This is an optimization exercise on Yosys and OpenROAD, whose aim is small area, a short achievable clock period and few clock cycles per item, not a production implementation.
In this exercise RTL edits were held to simulation tests only and were not proved equivalent to the original.

==> design.v <==
`default_nettype none
package aalu_pkg;
    localparam int DATA_W   = 32;
    localparam int ACTION_W = 3;
    localparam int USER_W   = 4;
    localparam logic [ACTION_W-1:0] ACT_ADD = 3'd0;
    localparam logic [ACTION_W-1:0] ACT_SUB = 3'd1;
    localparam logic [ACTION_W-1:0] ACT_MUL = 3'd2;
    localparam logic [ACTION_W-1:0] ACT_DIV = 3'd3;
    localparam logic [ACTION_W-1:0] ACT_POW = 3'd4;
    localparam logic [ACTION_W-1:0] ACT_MOD = 3'd5;
    localparam int DIG_W = 8;
    localparam logic [2:0] ST_IDLE  = 3'd0;   
    localparam logic [2:0] ST_MD    = 3'd1;   
    localparam logic [2:0] ST_CPA   = 3'd2;   
    localparam logic [2:0] ST_FIN   = 3'd3;   
    localparam logic [2:0] ST_DNEG  = 3'd4;   
    localparam logic [2:0] ST_DIT   = 3'd5;   
    localparam logic [2:0] ST_DFIN  = 3'd6;   
    localparam logic [2:0] ST_DSHL  = 3'd7;   
    localparam logic [1:0] PH_MUL = 2'd0;     
    localparam logic [1:0] PH_SQ  = 2'd1;     
    localparam logic [1:0] PH_PM  = 2'd2;     
endpackage
`default_nettype wire
`default_nettype none
module aalu_mul
#(
    parameter int WIDTH = aalu_pkg::DATA_W
) (
    input  wire logic [WIDTH-1:0] s_in,
    input  wire logic [WIDTH-1:0] c_in,
    input  wire logic [WIDTH-1:0] mcand,
    input  wire logic [8:0]       chunk,
    output logic      [WIDTH-1:0] s_out,
    output logic      [WIDTH-1:0] c_out
);
    logic [WIDTH-1:0] pp [4];
    logic [3:0]       neg;
    logic [WIDTH-1:0] row_s, row_c;
    genvar i;
    generate
        for (i = 0; i < 4; i++) begin : g_booth
            logic b2, b1, b0, one, two;
            logic [WIDTH-1:0] mag;
            assign b2     = chunk[2*i+2];
            assign b1     = chunk[2*i+1];
            assign b0     = chunk[2*i];
            assign one    = b1 ^ b0;
            assign two    = (b2 & !b1 & !b0) | (!b2 & b1 & b0);
            assign neg[i] = b2 & !(b1 & b0);
            assign mag    = ({WIDTH{one}} & mcand) | ({WIDTH{two}} & {mcand[WIDTH-2:0], 1'b0});
            assign pp[i]  = (mag ^ {WIDTH{neg[i]}}) << (2 * i);
        end
    endgenerate
    assign row_s = {s_in[WIDTH-9:0], 1'b0, neg[3], 1'b0, neg[2], 1'b0, neg[1], 1'b0, neg[0]};
    assign row_c = {c_in[WIDTH-9:0], 8'b0};
    function automatic logic [WIDTH-1:0] fa_s(input logic [WIDTH-1:0] a, b, c);
        fa_s = a ^ b ^ c;
    endfunction
    function automatic logic [WIDTH-1:0] fa_c(input logic [WIDTH-1:0] a, b, c);
        fa_c = ((a & b) | (a & c) | (b & c)) << 1;
    endfunction
    logic [WIDTH-1:0] l1 [4];
    logic [WIDTH-1:0] l2 [3];
    assign l1[0] = fa_s(pp[0], pp[1], pp[2]);
    assign l1[1] = fa_c(pp[0], pp[1], pp[2]);
    assign l1[2] = fa_s(pp[3], row_s, row_c);
    assign l1[3] = fa_c(pp[3], row_s, row_c);
    assign l2[0] = fa_s(l1[0], l1[1], l1[2]);
    assign l2[1] = fa_c(l1[0], l1[1], l1[2]);
    assign l2[2] = l1[3];
    assign s_out = fa_s(l2[0], l2[1], l2[2]);
    assign c_out = fa_c(l2[0], l2[1], l2[2]);
endmodule
`default_nettype wire
`default_nettype none
module aalu_len
(
    input  wire logic [31:0] value,
    output logic      [4:0]  msb,
    output logic             nz
);
    logic [7:0] nib_nz;
    logic [1:0] nib_pos [8];
    logic [2:0] grp;
    always_comb begin
        for (int j = 0; j < 8; j++) begin
            nib_nz[j]     = value[4*j +: 4] != 4'd0;
            nib_pos[j][1] = value[4*j+3] | value[4*j+2];
            nib_pos[j][0] = value[4*j+3] | (!value[4*j+2] & value[4*j+1]);
        end
        grp[2] = |nib_nz[7:4];
        grp[1] = grp[2] ? |nib_nz[7:6] : |nib_nz[3:2];
        grp[0] = grp[2] ? (grp[1] ? nib_nz[7] : nib_nz[5])
                        : (grp[1] ? nib_nz[3] : nib_nz[1]);
        msb = {grp, nib_pos[grp]};
        nz  = |nib_nz;
    end
endmodule
`default_nettype wire
`default_nettype none
module accumulator_alu
(
    input  wire logic                    aclk,
    input  wire logic                    aresetn,
    input  wire logic                    s_tvalid,
    output logic                         s_tready,
    input  wire logic [63:0]         s_tdata,   
    input  wire logic [3:0]          s_tuser,   
    output logic                         m_tvalid,
    input  wire logic                    m_tready,
    output logic      [31:0]         m_tdata,   
    output logic      [0:0]              m_tuser    
);
    localparam int W = aalu_pkg::DATA_W;
    logic [2:0]   state_reg, state_next;
    logic [W-1:0] acc_reg, acc_next;
    logic         mval_reg, mval_next;
    logic         merr_reg, merr_next;
    logic [W-1:0] m_reg, m_next;       
    logic [W-1:0] r_reg, r_next;       
    logic [W-1:0] s_reg, s_next;       
    logic [W-1:0] c_reg, c_next;       
    logic [1:0]   dcnt_reg, dcnt_next;   
    logic [4:0]   ecnt_reg, ecnt_next;
    logic [1:0]   ph_reg, ph_next;
    logic         bz_reg, bz_next;
    logic [4:0]   msbs_reg, msbs_next;   
    logic [4:0]   msbm_reg, msbm_next;   
    logic         nzs_reg, nzs_next;     
    logic         dmod_reg, dmod_next;   
    logic         dneg_reg, dneg_next;   
    logic [2:0]   act;
    logic [W-1:0] op_a, op_b;
    logic         out_free;
    logic         simple;
    logic         take;
    logic [W-1:0] take_val;
    logic         take_err;
    assign act      = s_tuser[2:0];
    assign op_a     = s_tuser[3] ? acc_reg : s_tdata[W-1:0];
    assign op_b     = s_tdata[2*W-1:W];
    assign out_free = !mval_reg || m_tready;
    assign simple   = (act == aalu_pkg::ACT_ADD) || (act == aalu_pkg::ACT_SUB)
                   || (act[2:1] == 2'b11)
                   || ((act == aalu_pkg::ACT_POW) && op_b[W-1]);
    logic [W-1:0] port_sum;
    assign port_sum = op_a + (op_b ^ {W{act[0]}}) + W'(act[0]);
    logic [W-1:0] cs_s, cs_c;
    aalu_mul #(.WIDTH(W)) u_mul (
        .s_in  (s_reg),
        .c_in  (c_reg),
        .mcand (r_reg),
        .chunk (m_reg[W-1:W-9]),
        .s_out (cs_s),
        .c_out (cs_c)
    );
    function automatic logic [1:0] top_chunk(input logic [W-1:0] x);
        top_chunk = 2'd0;
        for (int i = 1; i < 4; i++)
            if (x[8*i-2 +: 8] != '0) top_chunk = 2'(i);
        if (x[W-2] || x[W-1]) top_chunk = 2'd3;
    endfunction
    function automatic logic [W-1:0] align(input logic [W-1:0] x, input logic [1:0] t);
        align = x << (8 * (3 - t));
    endfunction
    logic [W-1:0] cs_or;
    logic [1:0]   top_a, top_b, top_cs;
    assign cs_or  = s_reg | c_reg;
    assign top_a  = top_chunk(op_a);
    assign top_b  = top_chunk(op_b);
    assign top_cs = top_chunk({cs_or[W-2:0], 1'b0} | {cs_or[W-1], {(W-1){1'b0}}});
    logic [W-1:0] mag_s, mag_m;
    logic [4:0]   msb_s, msb_m, msb_b;
    logic         nz_s, nz_m, nz_b;
    logic [4:0]   shamt;
    logic [W-1:0] div_val;
    assign mag_s = s_reg[W-1] ? (~s_reg + W'(1)) : s_reg;
    assign mag_m = m_reg[W-1] ? (~m_reg + W'(1)) : m_reg;
    aalu_len u_len_s (.value(mag_s), .msb(msb_s), .nz(nz_s));
    aalu_len u_len_m (.value(mag_m), .msb(msb_m), .nz(nz_m));
    aalu_len u_len_b (.value({1'b0, op_b[W-2:0]}), .msb(msb_b), .nz(nz_b));
    assign shamt   = msbs_reg - msbm_reg;
    assign div_val = dmod_reg ? s_reg : r_reg;
    logic [W-1:0] add_x, add_y;
    logic         add_ci;
    logic [W:0]   add_sum;
    always_comb begin
        case (state_reg)
            aalu_pkg::ST_DIT: begin
                add_x  = s_reg;
                add_y  = ~m_reg;
                add_ci = 1'b1;
            end
            aalu_pkg::ST_DFIN: begin
                add_x  = '0;
                add_y  = div_val ^ {W{dneg_reg}};
                add_ci = dneg_reg;
            end
            default: begin
                add_x  = s_reg;
                add_y  = c_reg;
                add_ci = 1'b0;
            end
        endcase
    end
    assign add_sum = {1'b0, add_x} + {1'b0, add_y} + (W+1)'(add_ci);
    logic pow_last;
    logic to_pm;
    assign pow_last = (ecnt_reg == '0) && ((ph_reg == aalu_pkg::PH_PM) || !op_b[0]);
    assign to_pm    = (ph_reg == aalu_pkg::PH_SQ) && op_b[ecnt_reg];
    always_comb begin
        state_next = state_reg;
        m_next     = m_reg;
        r_next     = r_reg;
        s_next     = s_reg;
        c_next     = c_reg;
        dcnt_next  = dcnt_reg;
        ecnt_next  = ecnt_reg;
        ph_next    = ph_reg;
        bz_next    = bz_reg;
        msbs_next  = msbs_reg;
        msbm_next  = msbm_reg;
        nzs_next   = nzs_reg;
        dmod_next  = dmod_reg;
        dneg_next  = dneg_reg;
        take       = 1'b0;
        take_val   = acc_reg;
        take_err   = 1'b0;
        case (state_reg)
            aalu_pkg::ST_IDLE: begin
                if (simple) begin
                    take = 1'b1;
                    if (act[2:1] == 2'b00)      take_val = port_sum;
                    else if (act[2:1] == 2'b10) take_val = W'(1);
                end else if (s_tvalid) begin
                    case (act)
                        aalu_pkg::ACT_MUL: begin
                            if (top_a < top_b) begin
                                r_next    = op_b;
                                m_next    = align(op_a, top_a);
                                dcnt_next = top_a;
                            end else begin
                                r_next    = op_a;
                                m_next    = align(op_b, top_b);
                                dcnt_next = top_b;
                            end
                            s_next     = '0;
                            c_next     = '0;
                            ph_next    = aalu_pkg::PH_MUL;
                            state_next = aalu_pkg::ST_MD;
                        end
                        aalu_pkg::ACT_POW: begin
                            r_next     = op_a;
                            m_next     = align(op_a, top_a);
                            dcnt_next  = top_a;
                            s_next     = '0;
                            c_next     = '0;
                            ecnt_next  = msb_b - 5'd1;
                            ph_next    = aalu_pkg::PH_SQ;
                            state_next = (msb_b == '0) ? aalu_pkg::ST_FIN : aalu_pkg::ST_MD;
                        end
                        default: begin   
                            s_next     = op_a;
                            m_next     = op_b;
                            bz_next    = (op_b == '0);
                            state_next = aalu_pkg::ST_DNEG;
                        end
                    endcase
                end
            end
            aalu_pkg::ST_MD: begin
                if (r_reg == '0 && ph_reg != aalu_pkg::PH_MUL) begin
                    state_next = aalu_pkg::ST_FIN;
                end else begin
                    s_next    = cs_s;
                    c_next    = cs_c;
                    m_next    = m_reg << 8;
                    dcnt_next = dcnt_reg - 2'd1;
                    if (dcnt_reg == '0) state_next = aalu_pkg::ST_CPA;
                end
            end
            aalu_pkg::ST_CPA: begin
                if (ph_reg == aalu_pkg::PH_MUL || pow_last) begin
                    take     = 1'b1;
                    take_val = add_sum[W-1:0];
                end else begin
                    r_next     = add_sum[W-1:0];
                    s_next     = '0;
                    c_next     = '0;
                    if (to_pm) begin
                        ph_next = aalu_pkg::PH_PM;
                        if (top_cs < top_a) begin
                            r_next    = op_a;
                            m_next    = align(add_sum[W-1:0], top_cs);
                            dcnt_next = top_cs;
                        end else begin
                            m_next    = align(op_a, top_a);
                            dcnt_next = top_a;
                        end
                    end else begin
                        ph_next   = aalu_pkg::PH_SQ;
                        m_next    = align(add_sum[W-1:0], top_cs);
                        dcnt_next = top_cs;
                        ecnt_next = ecnt_reg - 5'd1;
                    end
                    state_next = aalu_pkg::ST_MD;
                end
            end
            aalu_pkg::ST_FIN: begin
                take     = 1'b1;
                take_val = nz_b ? r_reg : W'(1);
            end
            aalu_pkg::ST_DNEG: begin
                s_next     = mag_s;
                m_next     = mag_m;
                msbs_next  = msb_s;
                msbm_next  = msb_m;
                nzs_next   = nz_s;
                dmod_next  = act[2];
                dneg_next  = act[2] ? s_reg[W-1] : (s_reg[W-1] ^ m_reg[W-1]);
                state_next = aalu_pkg::ST_DSHL;
            end
            aalu_pkg::ST_DSHL: begin
                r_next = '0;
                if (bz_reg) begin
                    take     = 1'b1;
                    take_err = 1'b1;
                end else if (!nzs_reg || msbs_reg < msbm_reg) begin
                    take     = 1'b1;
                    take_val = dmod_reg ? op_a : '0;
                end else begin
                    m_next     = m_reg << shamt;
                    ecnt_next  = shamt;
                    state_next = aalu_pkg::ST_DIT;
                end
            end
            aalu_pkg::ST_DIT: begin
                if (add_sum[W]) s_next = add_sum[W-1:0];
                r_next    = {r_reg[W-2:0], add_sum[W]};
                m_next    = m_reg >> 1;
                ecnt_next = ecnt_reg - 5'd1;
                if (ecnt_reg == '0) state_next = aalu_pkg::ST_DFIN;
            end
            aalu_pkg::ST_DFIN: begin
                take     = 1'b1;
                take_val = add_sum[W-1:0];
            end
            default: begin
                state_next = aalu_pkg::ST_IDLE;
            end
        endcase
    end
    assign s_tready = out_free && take;
    always_comb begin
        acc_next  = acc_reg;
        mval_next = mval_reg && !m_tready;
        merr_next = merr_reg;
        if (s_tvalid && s_tready) begin
            acc_next   = take_val;
            mval_next  = 1'b1;
            merr_next  = take_err;
        end
    end
    always_ff @(posedge aclk) begin
        if (!aresetn) begin
            state_reg <= aalu_pkg::ST_IDLE;
            acc_reg   <= '0;
            mval_reg  <= 1'b0;
        end else begin
            state_reg <= (s_tvalid && s_tready) ? aalu_pkg::ST_IDLE : state_next;
            acc_reg   <= acc_next;
            mval_reg  <= mval_next;
        end
        merr_reg  <= merr_next;
        m_reg     <= m_next;
        r_reg     <= r_next;
        s_reg     <= s_next;
        c_reg     <= c_next;
        dcnt_reg  <= dcnt_next;
        ecnt_reg  <= ecnt_next;
        ph_reg    <= ph_next;
        bz_reg    <= bz_next;
        msbs_reg  <= msbs_next;
        msbm_reg  <= msbm_next;
        nzs_reg   <= nzs_next;
        dmod_reg  <= dmod_next;
        dneg_reg  <= dneg_next;
    end
    assign m_tvalid   = mval_reg;
    assign m_tdata    = acc_reg;
    assign m_tuser[0] = merr_reg;
endmodule
`default_nettype wire
==> run.sh <==
#!/bin/bash
# synth_recipe.tcl (not shown) runs the flow's synth.tcl, then flattens the netlist and writes it again
# the make line also repeats each setting of config.mk as NAME=value (left out here)
make -C /OpenROAD-flow-scripts/flow DESIGN_CONFIG=/design/flow/config.mk WORK_HOME=/design/flow/orfs CLKGATE_MAP_FILE= SYNTH_SCRIPT=/design/flow/synth_recipe.tcl finish
==> config.mk <==
export PLATFORM = sky130hd
export DESIGN_NAME = accumulator_alu
export DESIGN_NICKNAME = accumulator_alu
export VERILOG_FILES = /design/flow/design.v
export SDC_FILE = /design/flow/constraint.sdc
export NUM_CORES = 4
export LEC_CHECK = 0
export CAP_MARGIN = 20
export CORE_MARGIN = 2
export CORE_UTILIZATION = 40
export SETUP_SLACK_MARGIN = 1.2
export SLEW_MARGIN = 20
==> constraint.sdc <==
create_clock -name core_clock -period 5.5 [get_ports {aclk}]
set_input_delay 1.1000 -clock core_clock [delete_from_list [all_inputs] [get_ports {aclk}]]
set_output_delay 1.1000 -clock core_clock [all_outputs]
set_load 0.01 [all_outputs]
==> results of run 1 <==
==> how the worst max path moves through the flow <==
stage	from	end	slack (ns)	depth (start not counted)
2_1_floorplan	s_tuser[3]	acc_reg[31]	1.20	15
3_3_place_gp	s_tuser[3]	acc_reg[28]	0.27	13
3_5_place_dp	s_tuser[3]	acc_reg[28]	0.21	13
4_1_cts	state_reg[1]	acc_reg[30]	1.17	18
5_1_grt	dmod_reg	r_reg[0]	1.03	16
6_report	dmod_reg	acc_reg[30]	1.09	17
==> cell usage after synthesis (all sizes together), types with 47 or more instances <==
master and number:
a211oi 64, edfxtp 149, a21oi 348, xor2 141, buf 56, fa 100, o22ai 51, clkbuf 294
ha 97, mux2i 142, nand3 73, o211ai 54, inv 203, xnor2 158, nor2 259, nor3 80
o21ai 232, a22oi 148, a21o 47, nand2 274, and2 56
==> metal layers <==
layer | global-route usage [%] | up-vias | wire, microns
met5 | 0.257 | - | 95
met4 | 27.9 | 16 | 14100
met3 | 16.2 | 722 | 26200
met2 | 59.3 | 3173 | 64600
met1 | 56.9 | 16500 | 62500
li1 | - | 14100 | -
==> through the flow <==
stage | std cells | setup WS, ns | area [sq um] | util, %
3_3_place_gp | 4701 | 0.265 | 32200 | 44.9
5_1_grt | 4792 | 1.03 | 34200 | 47.8
4_1_cts | 4757 | 1.17 | 33300 | 46.5
6_report | 4797 | 1.09 | 34200 | 47.8
2_1_floorplan | 3724 | 1.20 | 29100 | -
3_5_place_dp | 4701 | 0.215 | 32200 | 44.9
==> worst max-delay path: cells and delay by family (launching register included) <==
family	cells	cell delay, ns
buf+inv	3	0.68
mux	1	0.14
compound gates	8	1.85
fa+ha+maj	1	0.47
simple gates	3	0.46
xor+xnor	1	0.17
flops	1	0.48
==> logic make-up (layout without fill, tap and decap cells) <==
family | after synthesis | count (layout) | share of synthesized area, %
AOI/OAI and AO/OA | 1324 | 1324 | 30.4
xor gates and xnor gates | 299 | 299 | 9.04
adders and majority gates | 197 | 197 | 11.1
buffers and inverters | 557 | 675 | 7.32
DFF | 185 | 185 | 17.9
muxes | 194 | 194 | 7.98
other | 0 | 5 | 0
and+or+nand+nor | 968 | 968 | 16.2
==> area by class of cell <==
| cell class | instances | area [sq um] |
|---|---|---|
| timing repair buffer | 436 | 3800 |
| fill | 7195 | 37400 |
| clock buffer | 19 | 433 |
| inverter | 207 | 805 |
| sequential | 185 | 5200 |
| multi-input combinational | 2982 | 22600 |
| tap | 950 | 1190 |
| antenna | 5 | 12.5 |
| clock inverter | 13 | 168 |
==> repair_timing <==
action,CTS,global route
setup endpoints to repair,111,142
cloned,3,0
resized for setup,57,136
buffers inserted,21,35
endpoints found under the hold margin,0,0
pin swaps,6,31
==> layout by cell type, fill, tap and decap left out, types with 25 or more instances in the layout <==
master,instances
nor2_1,248
a31oi_1,39
xor2_1,136
and2_1,55
clkdlybuf4s50_1,98
o21ai_0,213
mux2i_1,130
nand2_1,272
nor4_1,36
o22ai_1,34
nand3_1,71
mux4_2,27
xnor2_1,150
mux2_2,25
ha_1,87
a21o_1,47
dfxtp_1,33
buf_4,307
inv_1,197
fa_1,96
a211oi_1,56
a21oi_1,331
o31ai_1,28
nor3_1,74
edfxtp_1,149
o221ai_1,29
o211ai_1,54
a221oi_1,41
a22oi_1,144
==> run notes, run 1 <==
Iter 0 DRT Violations=6732; Max-slew headroom=20.5%; syn nets=3993; die extent in y=273 microns; Arrival @ worst endpoint=4.80 ns; CP max FO=15; Layout area overhead=18.1%; Fmax=227 MHz; total CTS buffers=17; Die Wd=273 microns; CTS Hold Bufs=0; clock latency (worst-skew pair)=0.53 ns; share of layout cells above drive strength 1=16.1%; num rows=98; Hold Fails Final Rpt=0; worst r2r dst=acc_reg[30]; CP max-delay cell=a222oi_1; die area=74600 sq um; IO Pins=107; r2r startpoint=dmod_reg; DRT antenna net count=0; Syn. warnings=7; H-tree depth=4; largest net degree at the start of global routing=63; RD Place Congestion=1.09; CTS tree=built; startpoint types=register; final period utilization=80.2%; Min Clock Period, post-route=4.41 ns; Worst Hold Depth=1; CP max stage delay=0.53 ns; vias per cell=7.18; Worst Hold Launch=acc_reg[6]; final count of negative-setup-slack endpoints=0; Routed WL=167 mm; top cells by area, synth=edfxtp_1 15%, fa_1 6.9%, a21oi_1 6.0%; Starting Density=40.5%; RSZ-0062 raised after global routing=true; Nets=4098; Hold EP=acc_reg[6]; Root Driver=clkbuf_16; critical path type=reg -> reg; Setup crit end kind=register; mapped cell area=29000 sq um; Total GRT Usage=43.4%; worst-margin pin slew=1.18 ns; Port Buf Inserts=106; area of the core=71600 sq um; Hold Slack=0.545 ns; clock skew=0.0196 ns; vias in the first global route=31100; deepest clock path buffer count=2; grt total ovfl=0; Worst Path Required=5.89 ns; cells after synthesis=3724; R2R setup slack=1.09 ns; worst-case reg-to-reg path depth=17; wire length per cell=34.9 microns; DR pass1 iterations=9; dpl hpwl=124 mm; Distinct cells, synth=96; setup_tns=0 ns; worst path cell trace=buf_12 -> bufbuf_16 -> mux2i_1 -> xnor2_1 -> o22ai_2 -> a21oi_1 -> ha_1 -> nand2_1 -> nor2_1 -> nand3_1 -> a21oi_4 -> o21a_1 -> o31a_1 -> a31oi_2 -> buf_4 -> a222oi_1 -> a31oi_1; Async SR Flop Fraction=0%; global-route wire length before repair=233 mm; sequential-to-total area share from yosys stat=17.9%; initial antenna violation count=12; max-cap violations=0; post-route DRC violation count=0; post-synth top area cell=edfxtp_1; Main synth FF type=edfxtp_1; CTS Sinks=185; Synth top area share=15.4%; number of synthesized flops with an enable pin=149; status=timing/DRC/antenna clean; Syn Area/Cell=7.78 sq um; vias=34400; Clock transition at path regs=0.09 ns; post-synthesis register bit count=185; Hold Path Class=reg -> reg; Pins Over Slew Limit=0
Testbench counts, summed over its fixed seeds: cycles 14,373, items 2,400.
==> run 2: changes to the inputs <==
--- a/design.v
+++ b/design.v
@@ -15,8 +15,7 @@
     localparam logic [2:0] ST_CPA   = 3'd2;   
     localparam logic [2:0] ST_FIN   = 3'd3;   
-    localparam logic [2:0] ST_DNEG  = 3'd4;   
     localparam logic [2:0] ST_DIT   = 3'd5;   
     localparam logic [2:0] ST_DFIN  = 3'd6;   
-    localparam logic [2:0] ST_DSHL  = 3'd7;   
+    localparam logic [2:0] ST_DN    = 3'd7;   
     localparam logic [1:0] PH_MUL = 2'd0;     
     localparam logic [1:0] PH_SQ  = 2'd1;     
@@ -101,4 +100,22 @@
 `default_nettype wire
 `default_nettype none
+module aalu_mlen
+(
+    input  wire logic [31:0] value,
+    output logic      [4:0]  msb,
+    output logic             nz
+);
+    logic [31:0] x;
+    logic [4:0]  msb_x;
+    logic        nz_x;
+    logic        low_mask;
+    assign x = value ^ {32{value[31]}};
+    aalu_len u_len (.value(x), .msb(msb_x), .nz(nz_x));
+    assign low_mask = ((x >> 1) & ~x) == '0;
+    assign msb = (value[31] && nz_x && low_mask) ? msb_x + 5'd1 : msb_x;
+    assign nz  = value[31] || nz_x;
+endmodule
+`default_nettype wire
+`default_nettype none
 module accumulator_alu
 (
@@ -132,4 +149,5 @@
     logic         dmod_reg, dmod_next;   
     logic         dneg_reg, dneg_next;   
+    logic         msign_reg, msign_next;  
     logic [2:0]   act;
     logic [W-1:0] op_a, op_b;
@@ -172,14 +190,24 @@
     assign top_b  = top_chunk(op_b);
     assign top_cs = top_chunk({cs_or[W-2:0], 1'b0} | {cs_or[W-1], {(W-1){1'b0}}});
-    logic [W-1:0] mag_s, mag_m;
+    logic pow_last;
+    logic to_pm;
+    assign pow_last = (ecnt_reg == '0) && ((ph_reg == aalu_pkg::PH_PM) || !op_b[0]);
+    assign to_pm    = (ph_reg == aalu_pkg::PH_SQ) && op_b[ecnt_reg];
+    logic         al_sum, al_b;
+    logic [W-1:0] al_src;
+    logic [1:0]   al_t;
+    logic [W-1:0] al_m;
+    assign al_sum = (state_reg == aalu_pkg::ST_CPA) && (!to_pm || top_cs < top_a);
+    assign al_b   = (state_reg != aalu_pkg::ST_CPA) && (act == aalu_pkg::ACT_MUL) && !(top_a < top_b);
+    assign al_src = al_sum ? add_sum[W-1:0] : (al_b ? op_b : op_a);
+    assign al_t   = al_sum ? top_cs : (al_b ? top_b : top_a);
+    assign al_m   = align(al_src, al_t);
     logic [4:0]   msb_s, msb_m, msb_b;
     logic         nz_s, nz_m, nz_b;
     logic [4:0]   shamt;
     logic [W-1:0] div_val;
-    assign mag_s = s_reg[W-1] ? (~s_reg + W'(1)) : s_reg;
-    assign mag_m = m_reg[W-1] ? (~m_reg + W'(1)) : m_reg;
-    aalu_len u_len_s (.value(mag_s), .msb(msb_s), .nz(nz_s));
-    aalu_len u_len_m (.value(mag_m), .msb(msb_m), .nz(nz_m));
-    aalu_len u_len_b (.value({1'b0, op_b[W-2:0]}), .msb(msb_b), .nz(nz_b));
+    aalu_mlen u_len_s (.value(op_a), .msb(msb_s), .nz(nz_s));
+    aalu_mlen u_len_m (.value(op_b), .msb(msb_m), .nz(nz_m));
+    aalu_len  u_len_b (.value({1'b0, op_b[W-2:0]}), .msb(msb_b), .nz(nz_b));
     assign shamt   = msbs_reg - msbm_reg;
     assign div_val = dmod_reg ? s_reg : r_reg;
@@ -191,6 +219,11 @@
             aalu_pkg::ST_DIT: begin
                 add_x  = s_reg;
-                add_y  = ~m_reg;
-                add_ci = 1'b1;
+                add_y  = m_reg ^ {W{!msign_reg}};
+                add_ci = !msign_reg;
+            end
+            aalu_pkg::ST_DN: begin
+                add_x  = '0;
+                add_y  = s_reg ^ {W{s_reg[W-1]}};
+                add_ci = s_reg[W-1];
             end
             aalu_pkg::ST_DFIN: begin
@@ -207,8 +240,4 @@
     end
     assign add_sum = {1'b0, add_x} + {1'b0, add_y} + (W+1)'(add_ci);
-    logic pow_last;
-    logic to_pm;
-    assign pow_last = (ecnt_reg == '0) && ((ph_reg == aalu_pkg::PH_PM) || !op_b[0]);
-    assign to_pm    = (ph_reg == aalu_pkg::PH_SQ) && op_b[ecnt_reg];
     always_comb begin
         state_next = state_reg;
@@ -226,4 +255,5 @@
         dmod_next  = dmod_reg;
         dneg_next  = dneg_reg;
+        msign_next = msign_reg;
         take       = 1'b0;
         take_val   = acc_reg;
@@ -238,13 +268,7 @@
                     case (act)
                         aalu_pkg::ACT_MUL: begin
-                            if (top_a < top_b) begin
-                                r_next    = op_b;
-                                m_next    = align(op_a, top_a);
-                                dcnt_next = top_a;
-                            end else begin
-                                r_next    = op_a;
-                                m_next    = align(op_b, top_b);
-                                dcnt_next = top_b;
-                            end
+                            r_next     = al_b ? op_a : op_b;
+                            m_next     = al_m;
+                            dcnt_next  = al_t;
                             s_next     = '0;
                             c_next     = '0;
@@ -254,6 +278,6 @@
                         aalu_pkg::ACT_POW: begin
                             r_next     = op_a;
-                            m_next     = align(op_a, top_a);
-                            dcnt_next  = top_a;
+                            m_next     = al_m;
+                            dcnt_next  = al_t;
                             s_next     = '0;
                             c_next     = '0;
@@ -266,5 +290,11 @@
                             m_next     = op_b;
                             bz_next    = (op_b == '0);
-                            state_next = aalu_pkg::ST_DNEG;
+                            msbs_next  = msb_s;
+                            msbm_next  = msb_m;
+                            nzs_next   = nz_s;
+                            dmod_next  = act[2];
+                            dneg_next  = act[2] ? op_a[W-1] : (op_a[W-1] ^ op_b[W-1]);
+                            msign_next = op_b[W-1];
+                            state_next = aalu_pkg::ST_DN;
                         end
                     endcase
@@ -290,18 +320,12 @@
                     s_next     = '0;
                     c_next     = '0;
+                    m_next     = al_m;
+                    dcnt_next  = al_t;
                     if (to_pm) begin
                         ph_next = aalu_pkg::PH_PM;
-                        if (top_cs < top_a) begin
-                            r_next    = op_a;
-                            m_next    = align(add_sum[W-1:0], top_cs);
-                            dcnt_next = top_cs;
-                        end else begin
-                            m_next    = align(op_a, top_a);
-                            dcnt_next = top_a;
-                        end
+                        if (!al_sum) r_next = add_sum[W-1:0];
+                        else         r_next = op_a;
                     end else begin
                         ph_next   = aalu_pkg::PH_SQ;
-                        m_next    = align(add_sum[W-1:0], top_cs);
-                        dcnt_next = top_cs;
                         ecnt_next = ecnt_reg - 5'd1;
                     end
@@ -313,15 +337,5 @@
                 take_val = nz_b ? r_reg : W'(1);
             end
-            aalu_pkg::ST_DNEG: begin
-                s_next     = mag_s;
-                m_next     = mag_m;
-                msbs_next  = msb_s;
-                msbm_next  = msb_m;
-                nzs_next   = nz_s;
-                dmod_next  = act[2];
-                dneg_next  = act[2] ? s_reg[W-1] : (s_reg[W-1] ^ m_reg[W-1]);
-                state_next = aalu_pkg::ST_DSHL;
-            end
-            aalu_pkg::ST_DSHL: begin
+            aalu_pkg::ST_DN: begin
                 r_next = '0;
                 if (bz_reg) begin
@@ -332,4 +346,5 @@
                     take_val = dmod_reg ? op_a : '0;
                 end else begin
+                    s_next     = add_sum[W-1:0];
                     m_next     = m_reg << shamt;
                     ecnt_next  = shamt;
@@ -340,5 +355,5 @@
                 if (add_sum[W]) s_next = add_sum[W-1:0];
                 r_next    = {r_reg[W-2:0], add_sum[W]};
-                m_next    = m_reg >> 1;
+                m_next    = {msign_reg, m_reg[W-1:1]};
                 ecnt_next = ecnt_reg - 5'd1;
                 if (ecnt_reg == '0) state_next = aalu_pkg::ST_DFIN;
@@ -388,4 +403,5 @@
         dmod_reg  <= dmod_next;
         dneg_reg  <= dneg_next;
+        msign_reg <= msign_next;
     end
     assign m_tvalid   = mval_reg;
==> run 2 against run 1 <==
Compared with the run above: still clean on timing, DRC and antenna; sequential cell count up 1; die area down 8.7%; clock skew down 0.0061 ns; register-to-register slack worse by 0.07 ns; critical endpoint is now acc_reg[26].
==> run notes, run 2 <==
Hold EP=acc_reg[0] (was acc_reg[6]); Layout area overhead=22.1% (was 18.1%); largest net degree at the start of global routing=77 (was 63); vias per cell=6.73 (was 7.18); top cells by count, synth=255 x nand2_1, 233 x o21ai_0, 227 x clkbuf_1 (was 348 x a21oi_1, 294 x clkbuf_1, 274 x nand2_1); Nets=3666 (was 4098); wire length per cell=31.2 microns (was 34.9 microns); Pins Over Slew Limit=0 (unchanged); worst-case reg-to-reg path depth=17 (unchanged); Synth top area share=17.1% (was 15.4%); Multi-input gate area=20700 sq um (was 22600 sq um); post-synthesis register bit count=186 (was 185); clock skew=0.0134 ns (was 0.0196 ns); sequential-to-total area share from yosys stat=19.8% (was 17.9%); most frequent cell after synthesis=nand2_1 (was a21oi_1); area share of fa/ha/maj cells after synthesis=12.0% (was 11.1%); total CTS buffers=17 (unchanged); Die Wd=261 microns (was 273 microns); Port Buf Inserts=106 (unchanged); Worst Path Required=5.90 ns (was 5.89 ns); critical path type=reg -> reg (unchanged); Async SR Flop Fraction=0% (unchanged); Clock transition at path regs=0.09 ns (about the same); worst path cell trace=buf_6 -> buf_16 -> buf_8 -> xnor2_4 -> a21oi_2 -> o22ai_1 -> ha_2 -> o211ai_1 -> o211ai_1 -> nand4_1 -> a21o_4 -> a21boi_4 -> buf_6 -> a31oi_4 -> xnor2_4 -> a222oi_1 -> a31oi_1 (was buf_12 -> bufbuf_16 -> mux2i_1 -> xnor2_1 -> o22ai_2 -> a21oi_1 -> ha_1 -> nand2_1 -> nor2_1 -> nand3_1 -> a21oi_4 -> o21a_1 -> o31a_1 -> a31oi_2 -> buf_4 -> a222oi_1 -> a31oi_1); number of synthesized flops with an enable pin=150 (was 149); CTS Sinks=186 (was 185); initial antenna violation count=0 (was 12); clock latency (worst-skew pair)=0.54 ns (was 0.53 ns); CP max-delay cell=a222oi_1 (unchanged); final period utilization=81.5% (was 80.2%); CTS Hold Bufs=0 (unchanged); R2R setup slack=1.02 ns (was 1.09 ns); H-tree depth=4 (unchanged); post-synthesis compound-gate area fraction=27.2% (was 30.4%); dpl hpwl=98.9 mm (was 124 mm); Synth Area in XOR/XNOR=10.5% (was 9.04%); RSZ-0062 raised after global routing=true (unchanged); Total GRT Usage=38.4% (was 43.4%); most common cell after layout, fill and taps aside=buf_4 (was a21oi_1); CTS tree=built (unchanged); Main synth FF type=edfxtp_1 (unchanged); Min Clock Period, post-route=4.48 ns (was 4.41 ns); Worst Hold Launch=acc_reg[0] (was acc_reg[6]); CP max FO=8 (was 15); Arrival @ worst endpoint=4.88 ns (was 4.80 ns); Hold Path Class=reg -> reg (unchanged); register area=5230 sq um (was 5200 sq um); die extent in y=261 microns (was 273 microns); delay-heaviest family, CP=compound AO/OA/AOI/OAI gates (unchanged); grt total ovfl=0 (unchanged); simple-gate share of the synthesized area=14.6% (was 16.2%); status=timing/DRC/antenna clean (unchanged); Hold Slack=0.530 ns (was 0.545 ns); worst r2r dst=acc_reg[26] (was acc_reg[30]); filler cell count=6290 (was 7195); deepest clock path buffer count=2 (unchanged); num rows=94 (was 98); mapped cell area=26400 sq um (was 29000 sq um); Setup crit end kind=register (unchanged); die area=68100 sq um (was 74600 sq um); global-route wire length before repair=190 mm (was 233 mm); Distinct cells, synth=101 (was 96); max-cap violations=0 (unchanged); top cells by area, synth=edfxtp_1 17%, fa_1 7.6%, xor2_1 7.1% (was edfxtp_1 15%, fa_1 6.9%, a21oi_1 6.0%); vias in the first global route=26400 (was 31100); setup_tns=0 ns (unchanged); Routed WL=134 mm (was 167 mm); Syn Area/Cell=8.16 sq um (was 7.78 sq um); Fmax=223 MHz (was 227 MHz); syn nets=3503 (was 3993); share of layout cells above drive strength 1=19.8% (was 16.1%); Buf/Inv on CP=4 (was 3); most frequent cells in the layout=280 x buf_4, 254 x nand2_1, 193 x xor2_1, 186 x nor2_1, 182 x a21oi_1 (was 331 x a21oi_1, 307 x buf_4, 272 x nand2_1, 248 x nor2_1, 213 x o21ai_0); post-route DRC violation count=0 (unchanged); Syn. warnings=7 (unchanged); area of the core=65500 sq um (was 71600 sq um); largest family of logic cells by synthesized area=compound AO/OA/AOI/OAI gates (unchanged); Max-slew headroom=12.2% (was 20.5%); Hold Fails Final Rpt=0 (unchanged); post-synth top area cell=edfxtp_1 (unchanged); Iter 0 DRT Violations=4585 (was 6732); DP Area=29400 sq um (was 32200 sq um); DR pass1 iterations=10 (was 9); DRT antenna net count=0 (unchanged); Root Driver=clkbuf_16 (unchanged); RD Place Congestion=1.12 (was 1.09); r2r startpoint=msign_reg (was dmod_reg); mux cell area share after synthesis=8.91% (was 7.98%); Starting Density=40.3% (was 40.5%); startpoint types=register (unchanged); IO Pins=107 (unchanged); vias=28800 (was 34400); cells after synthesis=3239 (was 3724); Worst Hold Depth=2 (was 1); CP max stage delay=0.64 ns (was 0.53 ns); worst-margin pin slew=1.30 ns (was 1.18 ns); final count of negative-setup-slack endpoints=0 (unchanged); Finished Cell Area=32300 sq um (was 34200 sq um)
-- run 2: changes by cell type in the layout (fill, tap and decap cells not counted), moves of 24 or more --
cell and delta:
o31ai_1 -25, a21oi_1 -149, nor2_1 -62, o21ai_1 +37, xor2_1 +57, nor3_1 -26, o211ai_1 -24, inv_1 -29
xnor2_1 -60, a222oi_1 +36, a22oi_1 +31, buf_4 -27, o21ai_0 -37
-- run 2: worst max-delay path by stage --
stage,depth (start not counted),from,end
3_3_place_gp,17,s_tuser[3],msbs_reg[4]
6_report,17,msign_reg,acc_reg[26]
3_5_place_dp,17,s_tuser[3],msbs_reg[4]
2_1_floorplan,17,s_tuser[3],acc_reg[24]
5_1_grt,17,msign_reg,acc_reg[26]
4_1_cts,17,msign_reg,acc_reg[26]
-- run 2: cells by family (layout without fill, tap and decap cells) --
group,Yosys count,count (layout)
AO/OA/AOI/OAI,1059,1059
XOR/XNOR,316,316
adder cells (fa/ha/maj),193,193
buffers and inverters,476,652
flip-flops,186,186
multiplexers,202,202
other,0,1
AND/OR/NAND/NOR,807,807
-- run 2: layout make-up --
type	count	area share (%)
Clock inverter	15	0.473
Tap cell	864	3.35
Antenna cell	1	0.00776
Inverter	189	2.24
Sequential cell	186	16.2
Clock buffer	17	1.32
Multi-Input combinational cell	2577	64.1
Timing Repair Buffer	431	12.3
-- run 2: worst min-delay path: cells and delay by family (launching register included) --
| kind | cells | cell delay [ns] |
|---|---|---|
| AO/OA/AOI/OAI | 1 | 0.06 |
| AND/OR/NAND/NOR | 1 | 0.06 |
| flip-flops | 1 | 0.36 |
-- run 2: through the flow --
stage | std cells | util [%] | setup slack (ns)
after floorplan | 3239 | - | 0.884
final | 4280 | 49.3 | 1.02
after global placement | 4141 | 44.9 | 0.170
after detailed placement | 4141 | 44.9 | 0.222
after CTS | 4217 | 47.2 | 1.16
after global routing | 4279 | 49.2 | 0.996
-- run 2: per-layer routing --
metal,track usage [%],routed length (microns),share of wire [%],vias up
li1,-,-,-,12300
met1,51.9,51900,39,13900
met2,55.8,56100,42,2195
met3,9.42,16400,12,395
met4,21.7,9120,6.8,0
met5,0,0,0,-
-- run 2: what timing repair did --
action                     CTS  global route
pin swaps                   46            71
resized for setup          129           178
setup endpoints to repair  133           139
setup buffers               40            57
cloned                       4             4
Testbench counts of run 2, summed over its fixed seeds: cycles 13,802, items 2,400.

## separate check: timing with driven ports
The results above use ideal ports. As a check the final layouts listed here were re-extracted and re-timed, cells and wires unchanged.
Step 1 sets driving cells, clkbuf_16 on the clock port and buf_2 on the other inputs (assumed; they add their load-dependent delay and slew).
Step 2 times the ports against the registers' clock, not the clock port: input delays grow and output delays shrink by t, the midpoint of the rising clock arrivals with the driver on.
a / b / c = ideal ports / drivers / drivers and shift; a / b = the first two.
run | t (ns) | slack for setup (ns) | hold slack, ns | worst setup path at the end
run 1 | 0.589 | 1.090 / 1.090 / 0.655 | 0.545 / 0.545 / 0.545 | input to register
run 2 | 0.603 | 1.018 / 1.018 / 0.714 | 0.530 / 0.530 / 0.530 | input to register
After both steps every run listed still meets setup and hold. For run 1, which loses most, drivers alone change the setup slack by 0.000 ns; drivers and shift together by -0.435 ns.
